This is an optimization exercise on Yosys and OpenROAD, whose aim is small area, not a production implementation.
In this exercise RTL edits were held to simulation tests only and were not proved equivalent to the original.
Power is estimated from default activity; no workload was simulated.

File: flow/constraint.sdc
create_clock -name core_clock -period 10.0 [get_ports {clk_calc}]
set_input_delay 2.0000 -clock core_clock [delete_from_list [all_inputs] [get_ports {clk_calc}]]
set_output_delay 2.0000 -clock core_clock [all_outputs]
set_load 0.01 [all_outputs]
File: flow/flow/run.sh
#!/bin/bash
# The standard layout (standard.sh, the standard flow's own ORFS run, synthesis included),
# with two changes:
#  - the port buffers are buf_1 instead of the buffer ORFS picks by itself;
#  - clock tree synthesis uses clkbuf_4, clusters up to 9 sinks per leaf
#    buffer and inserts
#    no dummy loads.
# make's full output goes to run_make.log here; ORFS keeps each step's log
# under orfs/logs/.
set -euo pipefail
export BUFFER_PORTS_ARGS="-buffer_cell sky130_fd_sc_hd__buf_1"
export CTS_ARGS="-sink_clustering_enable -repair_clock_nets -sink_clustering_size 9 -sink_clustering_max_diameter 50 -dont_use_dummy_load -buf_list sky130_fd_sc_hd__clkbuf_4"
bash standard.sh synth > run_synth.log 2>&1
bash standard.sh finish > run_make.log 2>&1
File: flow/standard.sh
#!/bin/bash
# synth_recipe.tcl (not shown) runs the flow's synth.tcl, then flattens the netlist and writes it again
# the make line also repeats each setting of config.mk as NAME=value (left out here)
make -C /OpenROAD-flow-scripts/flow DESIGN_CONFIG=/design/flow/config.mk WORK_HOME=/design/flow/orfs CLKGATE_MAP_FILE= SYNTH_SCRIPT=/design/flow/synth_recipe.tcl "${@:-finish}"
File: flow/design.v
package synth_pkg;
  typedef logic signed [24-1:0] sample_t;
  typedef logic [22-0:0] period_t;
  typedef logic [27-23:0] bank_idx_t;
endpackage
`timescale 1ns/10ps
module note_scheduler (
  input  logic                    clk_calc,
  input  logic                    arst_n,
  input  logic                    cmd_valid,
  input  logic [32-1:0] cmd_data,
  input  logic [3:0]              bank_playing,
  output logic [3:0]              period_we,
  output logic                    on2,
  output logic                    off2,
  output logic [1:0]              idx2,
  output logic                    done_valid,
  output logic [1:0]              done_bank
);
  logic       hit;
  logic       nz;
  logic       on1, off1;
  logic [1:0] idx1;
  logic       d3;
  logic [1:0] idx3;
  assign hit = cmd_valid && (cmd_data[27:23+2] == '0);
  assign nz  = (cmd_data[22:0] != '0);
  always_comb begin
    for (int i = 0; i < 4; i++)
      period_we[i] = hit && (cmd_data[23+1:23] == 2'(i));
  end
  always_ff @(posedge clk_calc or negedge arst_n) begin
    if (!arst_n) begin
      on1        <= 1'b0;
      off1       <= 1'b0;
      on2        <= 1'b0;
      off2       <= 1'b0;
      d3         <= 1'b0;
      done_valid <= 1'b0;
    end else begin
      on1        <= hit && nz;
      off1       <= hit && !nz;
      on2        <= on1;
      off2       <= off1;
      d3         <= off2 && bank_playing[idx2];
      done_valid <= d3;
    end
  end
  always_ff @(posedge clk_calc) begin
    idx1      <= cmd_data[23+1:23];
    idx2      <= idx1;
    idx3      <= idx2;
    done_bank <= idx3;
  end
endmodule
`timescale 1ns/10ps
module note_xnor2 (input logic a, b, output logic y);
  assign y = !(a ^ b);
endmodule
module note_nor2 (input logic a, b, output logic y);
  assign y = !(a || b);
endmodule
module note_nand2 (input logic a, b, output logic y);
  assign y = !(a && b);
endmodule
module note_xor2 (input logic a, b, output logic y);
  assign y = a ^ b;
endmodule
module note_upd (input logic q, hold, d, wen, output logic y);
  assign y = (q && hold) || (d && wen);
endmodule
module note_sel (input logic a, s, s_n, b, output logic y);
  assign y = !((a || s) && (s_n || b));
endmodule
module note_bank (
  input  logic                clk_calc,
  input  logic                arst_n,
  input  logic                period_we,
  input  logic                period_hold,    
  input  synth_pkg::period_t  period_in,    
  input  logic                note_on,
  input  logic                note_off,
  output logic                playing,
  output logic                pol
);
  localparam int W = 22 - 0 + 1;
  localparam synth_pkg::period_t INV  = 23'h2aaaab;
  localparam synth_pkg::period_t PINV = 23'h555554;
  synth_pkg::period_t period_q;
  synth_pkg::period_t cnt_s;
  synth_pkg::period_t cnt_s_next;
  logic [W:0]         brw;
  logic               half_end;
  logic               reload;
  logic               keep;
  assign half_end = (cnt_s == (23'd1 ^ INV));
  assign reload   = note_on || half_end;
  assign keep     = !reload;
  synth_pkg::period_t period_nxt;
  for (genvar i = 0; i < W; i++) begin : g_per
    note_upd u_upd (
      .q (period_q[i]), .hold (period_hold), .d (period_in[i]), .wen (period_we),
      .y (period_nxt[i])
    );
  end
  always_ff @(posedge clk_calc) begin
    period_q <= period_nxt;
  end
  note_sel u_m0 (.a (cnt_s[0]), .s (reload), .s_n (keep), .b (period_q[0]), .y (cnt_s_next[0]));
  assign brw[1] = cnt_s[0];
  for (genvar i = 1; i < W; i++) begin : g_cnt
    logic x;
    if (i % 2 == 1) begin : g_inv
      note_xnor2 u_x (.a (cnt_s[i]), .b (brw[i]), .y (x));
      note_nand2 u_b (.a (brw[i]), .b (cnt_s[i]), .y (brw[i+1]));
    end else begin : g_true
      note_xor2  u_x (.a (cnt_s[i]), .b (brw[i]), .y (x));
      note_nor2  u_b (.a (brw[i]), .b (cnt_s[i]), .y (brw[i+1]));
    end
    note_sel u_m (.a (x), .s (reload), .s_n (keep), .b (period_q[i]), .y (cnt_s_next[i]));
  end
  always_ff @(posedge clk_calc or negedge arst_n) begin
    if (!arst_n) begin
      playing <= 1'b0;
    end else if (note_on) begin
      playing <= 1'b1;
    end else if (note_off) begin
      playing <= 1'b0;
    end
  end
  always_ff @(posedge clk_calc) begin
    cnt_s <= cnt_s_next;
    if (note_on) begin
      pol <= 1'b1;
    end else if (half_end) begin
      pol <= !pol;
    end
  end
endmodule
`timescale 1ns/10ps
module voice_mixer (
  input  logic                clk_calc,
  input  logic                arst_n,
  input  logic [3:0]          playing,
  input  logic [3:0]          pol,
  output synth_pkg::sample_t  audio
);
  logic signed [3:0] mix_sum;
  logic signed [3:0] mix_q;
  logic [2:0] n_pos;
  logic [2:0] n_idle;
  logic [3:0] c_sum;
  always_comb begin
    n_pos  = '0;
    n_idle = '0;
    for (int i = 0; i < 4; i++) begin
      n_pos  = n_pos  + 3'(playing[i] && pol[i]);
      n_idle = n_idle + 3'(!playing[i]);
    end
    c_sum   = {n_pos, 1'b0} + {1'b0, n_idle};
    mix_sum = c_sum - 4'd4;
  end
  always_ff @(posedge clk_calc or negedge arst_n) begin
    if (!arst_n) begin
      mix_q <= '0;
    end else begin
      mix_q <= mix_sum;
    end
  end
  assign audio = {mix_q, 20'd0};
endmodule
`timescale 1ns/10ps
module lite_ao3n (
  input  logic a0, s0, a1, s1, a2, s2,
  output logic y
);
  assign y = !((a0 && s0) || (a1 && s1) || (a2 && s2));
endmodule
module lite_nand11 (
  input  logic [10:0] a,
  output logic        y
);
  assign y = !(&a);
endmodule
module lite_nor2 (
  input  logic a, b,
  output logic y
);
  assign y = !(a || b);
endmodule
module lite_nand2 (
  input  logic a, b,
  output logic y
);
  assign y = !(a && b);
endmodule
module lite_updn (
  input  logic q, wen, hold, dn,
  output logic y
);
  assign y = !((q || wen) && (hold || dn));
endmodule
module lite_xor2 (
  input  logic a, b,
  output logic y
);
  assign y = a ^ b;
endmodule
module lite_xnor2 (
  input  logic a, b,
  output logic y
);
  assign y = !(a ^ b);
endmodule
module lite_inv (
  input  logic a,
  output logic y
);
  assign y = !a;
endmodule
module lite_regfile (
  input  logic                   clk_calc,
  input  logic                   arst_n,
  input  logic [4-1:0] lite_wstrb,
  input  logic                   lite_rden,
  input  logic [31:0]            lite_addr,
  input  logic [31:0]            lite_wr_data,
  output logic [31:0]            lite_rd_data
);
  logic [6-2:0] word_idx;
  logic [31:0]                           rd_sel;
  logic [31:0]                           wr_en [4];
  logic [31:0]                           mem [32];
  logic [31:0]                           rd_next;
  assign word_idx = lite_addr[6:2];
  logic        ph;
  logic [31:0] wr_data_x;
  always_ff @(posedge clk_calc) begin
    ph <= !ph;
  end
  for (genvar j = 0; j < 32; j++) begin : g_wx
    logic xn;
    lite_xnor2 u_x (.a (lite_wr_data[j]), .b (ph), .y (xn));
    lite_inv   u_i (.a (xn), .y (wr_data_x[j]));
  end
  logic [7:0]  row, row_n;
  logic [3:0]  rd_col_n;
  logic [3:0]  wr_col [4];
  logic [3:0]  wr_col_n [4];
  logic [31:0] wr_hold [4];
  always_comb begin
    for (int r = 0; r < 8; r++) begin
      row[r]   = (word_idx[4:2] == 3'(r));
      row_n[r] = !(word_idx[4:2] == 3'(r));
    end
    for (int c = 0; c < 4; c++) begin
      rd_col_n[c] = !(lite_rden && (word_idx[1:0] == 2'(c)));
      for (int k = 0; k < 4; k++) begin
        wr_col[k][c]   = lite_wstrb[k] && (word_idx[1:0] == 2'(c));
        wr_col_n[k][c] = !(lite_wstrb[k] && (word_idx[1:0] == 2'(c)));
      end
    end
  end
  for (genvar w = 0; w < 32; w++) begin : g_dec
    lite_nor2 u_rd (.a(row_n[w/4]), .b(rd_col_n[w%4]), .y(rd_sel[w]));
    for (genvar k = 0; k < 4; k++) begin : g_lane
      lite_nor2  u_wr (.a(row_n[w/4]), .b(wr_col_n[k][w%4]), .y(wr_en[k][w]));
      lite_nand2 u_hd (.a(row[w/4]),   .b(wr_col[k][w%4]),   .y(wr_hold[k][w]));
    end
  end
  for (genvar w = 0; w < 32; w++) begin : g_word
    logic [31:0] nxt;
    for (genvar j = 0; j < 32; j++) begin : g_bit
      lite_updn u_upd (
        .q    (mem[w][j]),
        .wen  (wr_en[j/8][w]),
        .hold (wr_hold[j/8][w]),
        .dn   (wr_data_x[j]),
        .y    (nxt[j])
      );
    end
    always_ff @(posedge clk_calc) begin
      mem[w] <= nxt;
    end
  end
  logic rd_flip;
  assign rd_flip = lite_rden && ph;
  for (genvar j = 0; j < 32; j++) begin : g_bit
    logic [32:0] d;
    logic [32:0] s;
    logic [10:0] t;
    for (genvar w = 0; w < 32; w++) begin : g_in
      assign d[w] = mem[w][j];
      assign s[w] = rd_sel[w];
    end
    assign d[32] = lite_rd_data[j];
    assign s[32] = !lite_rden;
    for (genvar g = 0; g < 11; g++) begin : g_ao
      lite_ao3n u_ao (
        .a0 (d[3*g]),   .s0 (s[3*g]),
        .a1 (d[3*g+1]), .s1 (s[3*g+1]),
        .a2 (d[3*g+2]), .s2 (s[3*g+2]),
        .y  (t[g])
      );
    end
    logic o;
    lite_nand11 u_or (.a(t), .y(o));
    lite_xor2   u_x  (.a(o), .b(rd_flip), .y(rd_next[j]));
  end
  always_ff @(posedge clk_calc or negedge arst_n) begin
    if (!arst_n) begin
      lite_rd_data <= '0;
    end else begin
      lite_rd_data <= rd_next;
    end
  end
endmodule
`timescale 1ns/10ps
module synth_top (
  input  logic                    clk_calc,
  input  logic                    arst_n,
  input  logic                    cmd_valid,
  input  logic [32-1:0] cmd_data,
  output logic                    done_valid,
  output synth_pkg::bank_idx_t    done_bank,
  output synth_pkg::sample_t      audio,
  input  logic                    lite_wren,
  input  logic [4-1:0]  lite_wstrb,
  input  logic                    lite_rden,
  input  logic [31:0]             lite_addr,
  input  logic [31:0]             lite_wr_data,
  output logic [31:0]             lite_rd_data
);
  logic [3:0] period_we;
  logic       on2, off2;
  logic [1:0] idx2;
  logic [1:0] done_idx;
  logic [3:0] playing;
  logic [3:0] pol;
  note_scheduler u_note_scheduler (
    .clk_calc     (clk_calc),
    .arst_n       (arst_n),
    .cmd_valid    (cmd_valid),
    .cmd_data     (cmd_data),
    .bank_playing (playing),
    .period_we    (period_we),
    .on2          (on2),
    .off2         (off2),
    .idx2         (idx2),
    .done_valid   (done_valid),
    .done_bank    (done_idx)
  );
  assign done_bank = {3'd0, done_idx};
  for (genvar i = 0; i < 4; i++) begin : g_bank
    note_bank u_note_bank (
      .clk_calc  (clk_calc),
      .arst_n    (arst_n),
      .period_we   (period_we[i]),
      .period_hold (!period_we[i]),
      .period_in   (cmd_data[22:0] ^ 23'h555554),
      .note_on   (on2 && (idx2 == 2'(i))),
      .note_off  (off2 && (idx2 == 2'(i))),
      .playing   (playing[i]),
      .pol       (pol[i])
    );
  end
  voice_mixer u_voice_mixer (
    .clk_calc (clk_calc),
    .arst_n   (arst_n),
    .playing  (playing),
    .pol      (pol),
    .audio    (audio)
  );
  lite_regfile u_lite_regfile (
    .clk_calc     (clk_calc),
    .arst_n       (arst_n),
    .lite_wstrb   (lite_wstrb),
    .lite_rden    (lite_rden),
    .lite_addr    (lite_addr),
    .lite_wr_data (lite_wr_data),
    .lite_rd_data (lite_rd_data)
  );
endmodule
File: flow/config.mk
export PLATFORM = sky130hd
export DESIGN_NAME = synth_top
export DESIGN_NICKNAME = synth_top
export VERILOG_FILES = /design/flow/design.v
export SDC_FILE = /design/flow/constraint.sdc
export NUM_CORES = 4
export LEC_CHECK = 0
export CAP_MARGIN = 20
export CORE_MARGIN = 2
export CORE_UTILIZATION = 70
export CTS_CLUSTER_DIAMETER = 100
export CTS_CLUSTER_SIZE = 25
export SLEW_MARGIN = 20
export SYNTH_HIERARCHICAL = 1
export SYNTH_MINIMUM_KEEP_SIZE = 0
==> results of run 1 <==
final cells by class:
type | instances | area [sq um]
Fill cell | 4066 | 14600
Multi-Input combinational cell | 2389 | 16200
Sequential cell | 1267 | 25600
Timing Repair Buffer | 187 | 1130
Inverter | 64 | 241
Antenna cell | 5 | 12.5
Tap cell | 782 | 978
Clock buffer | 159 | 1190
Yosys stat by module (local to each module, per instance), a selection:
module / flops+latches / copies in the design
note_scheduler: 14 / 1
synth_top: 0 / 1
lite_nand11: 0 / 32
note_xnor2: 0 / 44
lite_xor2: 0 / 32
lite_nor2: 0 / 160
lite_nand2: 0 / 128
layout by cell type (no fill, tap or decap), types with 5 or more instances in the layout:
cell and instances:
inv_2 15, xnor2_1 76, xor2_1 77, dfxtp_1 1220, inv_1 43, conb_1 23
nor2_2 28, buf_16 5, nor4_1 5, dfrtp_1 46, a21o_1 5, and3b_1 14
o22ai_1 1116, and3_1 8, nand3b_1 14, clkbuf_4 159, buf_4 67, or3_1 33
diode_2 5, a222oi_1 352, buf_1 110, or3b_1 8, nor2_1 185, a22o_1 92
nand2_1 172, nor3b_1 10, and2_1 5, nand4_1 72, nand3_1 37, clkinv_1 5
cells in the mapped netlist (13+ instances only):
| cell type | instances |
|---|---|
| a222oi_1 | 352 |
| nor2_1 | 217 |
| inv_1 | 63 |
| nor3b_1 | 13 |
| nand4_1 | 72 |
| nand3_1 | 38 |
| nand2_1 | 172 |
| buf_4 | 59 |
| nand3b_1 | 14 |
| o22ai_1 | 1116 |
| dfrtp_1 | 46 |
| dfxtp_1 | 1221 |
| a22o_1 | 92 |
| or3_1 | 33 |
| xor2_1 | 77 |
| xnor2_1 | 76 |
| and3b_1 | 15 |
flip-flops by register name, summed over array words and instances (netlist names), 2 cells and up:
signal                       count
g_bank.u_note_bank.period_q     92
u_lite_regfile.lite_rd_data     32
g_bank.u_note_bank.cnt_s        92
u_note_scheduler.idx1            2
u_note_scheduler.idx2            2
g_bank.u_note_bank.playing       4
u_lite_regfile.mem            1024
u_note_scheduler.idx3            2
u_voice_mixer.mix_q              4
u_note_scheduler.done_bank       2
g_bank.u_note_bank.pol           4
power by group:
| group | switching (uW) | leakage [uW] | internal (uW) |
|---|---|---|---|
| Combinational | 765 | 0.00466 | 805 |
| Clock | 1570 | 0.000732 | 731 |
| Sequential | 770 | 0.0110 | 6320 |
| Total | 3110 | 0.0164 | 7860 |
final timing paths:
check / startpoint / end / slack [ns] / cells after the start
min in group asynchronous: arst_n / u_lite_regfile.lite_rd_data[30]$_DFF_PN0_ / 1.15 / 2
max in group asynchronous: arst_n / u_note_scheduler.off2$_DFF_PN0_ / 8.29 / 2
hold reg to reg: u_note_scheduler.idx1[0]$_DFF_P_ / u_note_scheduler.idx2[0]$_DFF_P_ / 0.34 / 0
hold / removal: u_note_scheduler.idx1[0]$_DFF_P_ / u_note_scheduler.idx2[0]$_DFF_P_ / 0.34 / 0
setup reg to reg: g_bank[2].u_note_bank.cnt_s[0]$_DFF_P_ / g_bank[2].u_note_bank.cnt_s[22]$_DFF_P_ / 6.22 / 23
setup / recovery: lite_addr[5] / u_lite_regfile.lite_rd_data[19]$_DFF_PN0_ / 5.14 / 8
through the flow:
step                      worst slack [ns]  hold slack, ns  util (%)
after floorplan                       5.06           0.310         -
after global placement                4.53           0.310      73.2
after detailed placement              4.31           0.315      73.4
after CTS                             5.38           0.331      75.4
after global routing                  5.10           0.334      75.6
final                                 5.14           0.336      75.6
layer usage:
metal	vias to the layer above	global-route usage (%)	wire (microns)
met5	-	0	32
met4	6	23.9	7280
met3	553	13.7	19900
met2	3056	63.5	60000
met1	18100	54.5	50400
li1	16200	-	-
logic make-up (layout without fill, tap and decap cells):
| group | after synthesis | after routing | share of synthesized area, % |
|---|---|---|---|
| AOI/OAI and AO/OA | 1567 | 1567 | 26.8 |
| xor gates and xnor gates | 153 | 153 | 3.17 |
| adders and majority gates | 7 | 7 | 0.260 |
| buffers and inverters | 128 | 410 | 1.71 |
| DFF | 1267 | 1267 | 60.5 |
| muxes | 5 | 5 | 0.148 |
| other | 2 | 28 | 0.0177 |
| and+or+nand+nor | 634 | 634 | 7.40 |
==> summary.txt, run 1 <==
STA
  • Peak Freq: 0.206 GHz
  • Setup Skew: 0.0556 ns
  • Final Max Tran Viols: 0
  • Fin Setup TNS: 0 ns
  • Worst slew margin: 17.3%
  • Unrepaired setup endpoints after global routing: no
  • Slew @ Worst Pin: approximately 1.2 ns
  • Fin. Hold Viols: 0
  • Fin crit period: 4.86 ns
  • # setup viols final: 0
  • Final worst-path cycle share: 48.6%

Global routing
  • Vias in the first global route: 36,400
  • Largest net degree at the start of global routing: 47
  • Total gr overflow: 0
  • Initial antenna violation count: 6
  • First-pass GRT wire length: 207 mm
  • Gr usage total: 42.4%

Routing
  • DRT Pass-1 Iters: 22
  • # DRC: 0
  • Antenna Violating Nets Remaining: 0
  • Post-Route WL: 138 mm
  • DR WL/cell: 28.4 microns
  • Vias per cell: between 7 and 8
  • Initial drt markers: 7,200
  • Routed vias: around 38,000

Clocking
  • Clock root cell: clkbuf_4
  • CTS max path bufs: 3
  • H-tree Lvls: 4
  • Clock latency on the worst-skew pair: approximately 1.1 ns
  • CTS resizes: 0
  • CTS Hold Buffers Added: 0
  • CTS tree: done
  • Setup Buffers After CTS: 0
  • TritonCTS buffer count: 159
  • Sinks on Clock Net: roughly 1,300
  • Reg clk slew, reported paths: 0.10 ns

Synthesis
  • Post-synth EDFFs: 0
  • Cell variety after synth: 43
  • FF+latch count, synth: 1,267
  • Synth area leaders: dfxtp_1, o22ai_1, a222oi_1
  • Ys flop type: dfxtp_1
  • Async set-reset flop share out of synthesis: 3.63%
  • Area leader, netlist: dfxtp_1
  • Synth Area per Inst: 11.3 sq um
  • Synth Cell Area: 42,300 sq um
  • Mapped Cells: 3,763
  • Top-area cell type share of the netlist area: around 58%
  • Synth warn: 18
  • Sequential-to-total area share from yosys stat: 60.5%

Place
  • GP Congestion: roughly 0.97
  • DPL Wire Length: 89.4 mm
  • Buffers on Ports: 111
  • Post-placement cell area: 44,100 sq um
  • Placed cells: 4,684

Floorplanning
  • Die area: 62,500 sq um
  • Chip width: around 250 microns
  • Starting Density: 70.5%
  • Core Region: 60,000 sq um
  • Row count: 90
  • Boundary Pins: 167
  • Die height: approximately 250 microns

Final layout
  • Design Area, Final: between 40,000 and 50,000 sq um
  • Nets: 4,180
  • Area Overhead vs Synth: 7.21%
  • Cell Count, Final, Fillers Out: 4,853
  • Share of layout cells above drive strength 1: 7.60%

Critical path
  • Type of origin of the critical path: input port
  • Crit Path Max Fanout: 20
  • Critical Path, Cell by Cell: buf_1 -> nand3_2 -> nor2_2 -> buf_4 -> a222oi_1 -> nand4_1 -> or3_1 -> xor2_1
  • Crit Path Category: input port to flop
  • Arr. time, crit path: 5.79 ns
  • CP Capture Type: flop
  • CP Buf/Inv Count: 2
  • Slowest stage cell, crit path: nor2_2
  • CP peak stage delay: 1.19 ns
  • Cell family with most CP delay: simple AND/OR/NAND/NOR gates
  • CP required: 10.93 ns

Pwr
  • Total power: about 11,000 uW
  • Pwr dens: 242 nW/um^2
  • Static Leakage: 0.0164 uW
  • Maximum VDD drop: 0.210 mV

Outcome
  • Status: no timing/DRC/antenna violations

Flow run
  • MaxCap Viol Count: 0

Worst hold path
  • Worst min path class: flop to flop
==> run 2, diff against run 1 <==
--- a/flow/config.mk
+++ b/flow/config.mk
@@ -9,3 +9,3 @@
 export CORE_MARGIN = 2
-export CORE_UTILIZATION = 70
+export CORE_UTILIZATION = 40
 export CTS_CLUSTER_DIAMETER = 100
==> summary.txt, run 2 <==
Outcome
  • Status: no timing/DRC/antenna violations

Pwr
  • Logic pwr share: 14.0%
  • Int Pwr: between 7000 and 8000 uW
  • Switching share of total power: 28.0%
  • Static Leakage: 0.0165 uW
  • NetSw: 3060 uW
  • Maximum VDD drop: around 0.15 mV
  • Seq pwr share: 64.4%
  • Clk pwr share: 21.6%
  • Pwr dens: 236 nW/um^2

Routing
  • Routed vias: between 30,000 and 40,000
  • DRT Pass-1 Iters: 13
  • Initial drt markers: just under 5,000
  • Antenna Violating Nets Remaining: 0
  • Vias per cell: approximately 6.6
  • # DRC: 0
  • DR WL/cell: 26.0 microns
  • Post-Route WL: 142 mm

Clocking
  • H-tree Lvls: 4
  • TritonCTS buffer count: 163
  • CTS resizes: 0
  • Clock latency on the worst-skew pair: 1.10 ns
  • Reg clk slew, reported paths: 0.09 ns
  • CTS max path bufs: 3
  • Sinks on Clock Net: 1,267
  • Clock root cell: clkbuf_4
  • Setup Buffers After CTS: 0
  • CTS tree: done
  • CTS Hold Buffers Added: 0

Critical path
  • Cell family with most CP delay: simple AND/OR/NAND/NOR gates
  • Critical Path Stages: 9
  • CP peak stage delay: 0.81 ns
  • Crit Path Category: input port to flop
  • Critical Path, Cell by Cell: buf_1 -> nand3b_1 -> buf_4 -> nor2_2 -> buf_4 -> a222oi_1 -> nand3_1 -> or3_1 -> xor2_1
  • Crit Path Max Fanout: 17
  • Arr. time, crit path: 5.70 ns
  • Type of origin of the critical path: input port
  • CP Buf/Inv Count: 3
  • CP required: 11.02 ns
  • Slowest stage cell, crit path: nor2_2
  • Reg2reg setup slack: 6.35 ns
  • Reg2reg start: g_bank[3].u_note_bank.cnt_s[0]$_DFF_P_
  • Most used cell, CP: buf_4
  • Worst R2R Path Depth: 23
  • CP Capture Type: flop
  • Critical Path Source: lite_addr[5]

Synthesis
  • Synth warn: 18
  • Synth Area per Inst: 11.3 sq um
  • Ys flop type: dfxtp_1
  • Post-synth EDFFs: 0
  • Top-area cell type share of the netlist area: slightly below 60%
  • Async set-reset flop share out of synthesis: 3.63%
  • Synth area leaders: dfxtp_1, o22ai_1, a222oi_1
  • FF+latch count, synth: 1,267
  • Cell variety after synth: 43
  • Synth top cells by count: dfxtp_1, o22ai_1, a222oi_1, nor2_1, nand2_1
  • Synth Cell Area: ~42,000 sq um
  • Area leader, netlist: dfxtp_1
  • Cell with the most instances after synthesis: dfxtp_1
  • Sequential-to-total area share from yosys stat: 60.5%
  • Mapped Cells: between 3,000 and 4,000

Global routing
  • Gr usage total: 25.4%
  • Initial antenna violation count: 4
  • First-pass GRT wire length: 212 mm
  • Largest net degree at the start of global routing: 47
  • Total gr overflow: 0
  • Vias in the first global route: 34,500

STA
  • Worst slew margin: 19.6%
  • Worst setup margin: 5.32 ns
  • # setup viols final: 0
  • Final Max Tran Viols: 0
  • Slew @ Worst Pin: 1.20 ns
  • Fin Setup TNS: 0 ns
  • Unrepaired setup endpoints after global routing: no
  • Min Hold Slack: 0.300 ns
  • Setup Skew: about 0.14 ns
  • Final worst-path cycle share: 46.8%
  • Peak Freq: approximately 0.21 GHz
  • Fin. Hold Viols: 0
  • Fin crit period: 4.68 ns

Floorplanning
  • Row count: roughly 120
  • Chip width: 329 microns
  • Boundary Pins: 167
  • Core Region: 105,000 sq um
  • Starting Density: about 40%
  • Die height: around 330 microns
  • Die area: roughly 110,000 sq um

Place
  • Pre-CTS WS: about 4.4 ns
  • Buffers on Ports: ~110
  • DPL Wire Length: approximately 91 mm
  • Placed cells: about 5,300
  • GP Congestion: 0.866

Worst hold path
  • Worst min path class: flop to flop
  • Hold path cells: 0
  • HP Start: u_note_scheduler.idx1[0]$_DFF_P_

Final layout
  • Leading registers by flop count: u_lite_regfile.mem x1024, g_bank.u_note_bank.cnt_s x92, g_bank.u_note_bank.period_q x92
  • Max reg flops: between 1,000 and 1,500
  • Share of layout cells above drive strength 1: ~7.7%
  • Most frequent cells in the layout: dfxtp_1, o22ai_1, a222oi_1, nor2_1, nand2_1
  • Commonest non-fill, non-tap cell in the layout: dfxtp_1
  • Number of fill cells: 10,200
  • Area Overhead vs Synth: 9.23%
  • Cell Count, Final, Fillers Out: 5,480
  • Area occupied by multi-input gates: 16,300 sq um
  • Most flops, register: u_lite_regfile.mem
  • Area taken by flip-flops and latches: ~26,000 sq um
  • Nets: ~4,200

Flow run
  • MaxCap Viol Count: 0
run 2: worst paths after layout:
path,to
min,u_note_scheduler.idx2[0]$_DFF_P_
max reg2reg,g_bank[3].u_note_bank.cnt_s[22]$_DFF_P_
max in group asynchronous,u_note_scheduler.off1$_DFF_PN0_
min reg2reg,u_note_scheduler.idx2[0]$_DFF_P_
min in group asynchronous,u_lite_regfile.lite_rd_data[8]$_DFF_PN0_
max,u_lite_regfile.lite_rd_data[20]$_DFF_PN0_
run 2: kinds of logic after synthesis:
kind of cell | count (synthesis) | share of synthesized area (%)
AO/OA/AOI/OAI | 1567 | 26.8
flip-flops | 1267 | 60.5
AND/OR/NAND/NOR | 634 | 7.40
XOR/XNOR | 153 | 3.17
buffers and inverters | 128 | 1.71
adder cells (fa/ha/maj) | 7 | 0.260
multiplexers | 5 | 0.148
other | 2 | 0.0177
run 2: per-stage QoR:
stage	utilization, %	power [uW]	instance area (sq um)
global placement	42.7	8550	44900
CTS	43.9	10900	46100
global route	44.0	11500	46200
floorplan	-	8160	42400
finish	44.0	10900	46200
detailed placement	42.7	8640	44900
run 2: layout make-up:
type	count	share of cell area [%]
Inverter	64	0.522
Timing Repair Buffer	199	2.51
Clock buffer	163	2.65
Sequential cell	1267	55.4
Antenna cell	7	0.0379
Tap cell	1391	3.76
Multi-Input combinational cell	2389	35.2
run 2: modules after synthesis, one instance, submodules excluded, a selection:
module | cells inside | times used | flops+latches
lite_nor2 | 1 | 160 | 0
note_nor2 | 1 | 40 | 0
lite_nand11 | 4 | 32 | 0
lite_inv | 1 | 32 | 0
note_bank | 64 | 4 | 48
lite_xnor2 | 1 | 32 | 0
note_nand2 | 1 | 44 | 0
voice_mixer | 52 | 1 | 4
note_sel | 1 | 92 | 0
note_upd | 1 | 92 | 0
lite_ao3n | 1 | 352 | 0
note_xnor2 | 1 | 44 | 0
lite_nand2 | 1 | 128 | 0
run 2: worst register-to-register path, stage by stage (launching register included):
cell	delay [ns]
dfxtp_1	0.40
nand2_1	0.10
nor2_1	0.16
nand2_1	0.11
nor2_1	0.16
nand2_1	0.11
nor2_1	0.16
nand2_1	0.11
nor2_1	0.16
nand2_1	0.11
nor2_1	0.17
nand2_1	0.10
nor2_1	0.16
nand2_1	0.11
nor2_1	0.19
nand2_1	0.12
nor2_1	0.17
nand2_1	0.11
nor2_1	0.17
nand2_1	0.11
nor2_1	0.18
nand2_1	0.10
xor2_1	0.16
o22ai_1	0.08
run 2: per-layer routing:
metal  global-route usage [%]  up-vias  wire length (microns)
met5                        0        -                     13
met3                     5.32      276                  13600
met4                     9.67        2                   4300
li1                         -    16200                      -
met2                     39.7     1892                  64500
met1                     34.5    17800                  60000
run 2: power by group through the flow:
stage,Clock (uW),Sequential [uW],Combinational [uW]
floorplan,0,6950,1210
global placement,0,7110,1440
detailed placement,0,7130,1500
CTS,2420,7020,1500
global route,2640,7190,1670
finish,2360,7040,1530

static timing again, ports no longer ideal:
The flow's constraints put no driver on any port. The routed layouts listed below were extracted and timed again, unchanged, in two steps. Step 1, drivers: a clkbuf_16 drives clk_calc and a buf_2 each remaining input, both assumed. Step 2 adds t to the input delays and takes it off the output delays; t is the mean of the earliest and latest rising clock arrival at the registers after step 1. Input paths then give back, and output paths get back, about the clock's delay inside the block. Three values: ideal ports, drivers, drivers and shift; two values: the first two.
run	t (ns)	slack for setup (ns)	hold WS [ns]	latest minus earliest clock arrival (ns)	worst slew at a driven data input, ns
run 1	1.079	5.141 / 5.174 / 4.094	0.336 / 0.336 / 0.336	0.100 / 0.099	0.14
run 2	1.107	5.317 / 5.348 / 4.241	0.300 / 0.300 / 0.300	0.149 / 0.150	0.14
After both steps every run listed still meets setup and hold. The setup slack of run 2, which loses most, moves by +0.031 ns with the drivers and by -1.076 ns with both steps.
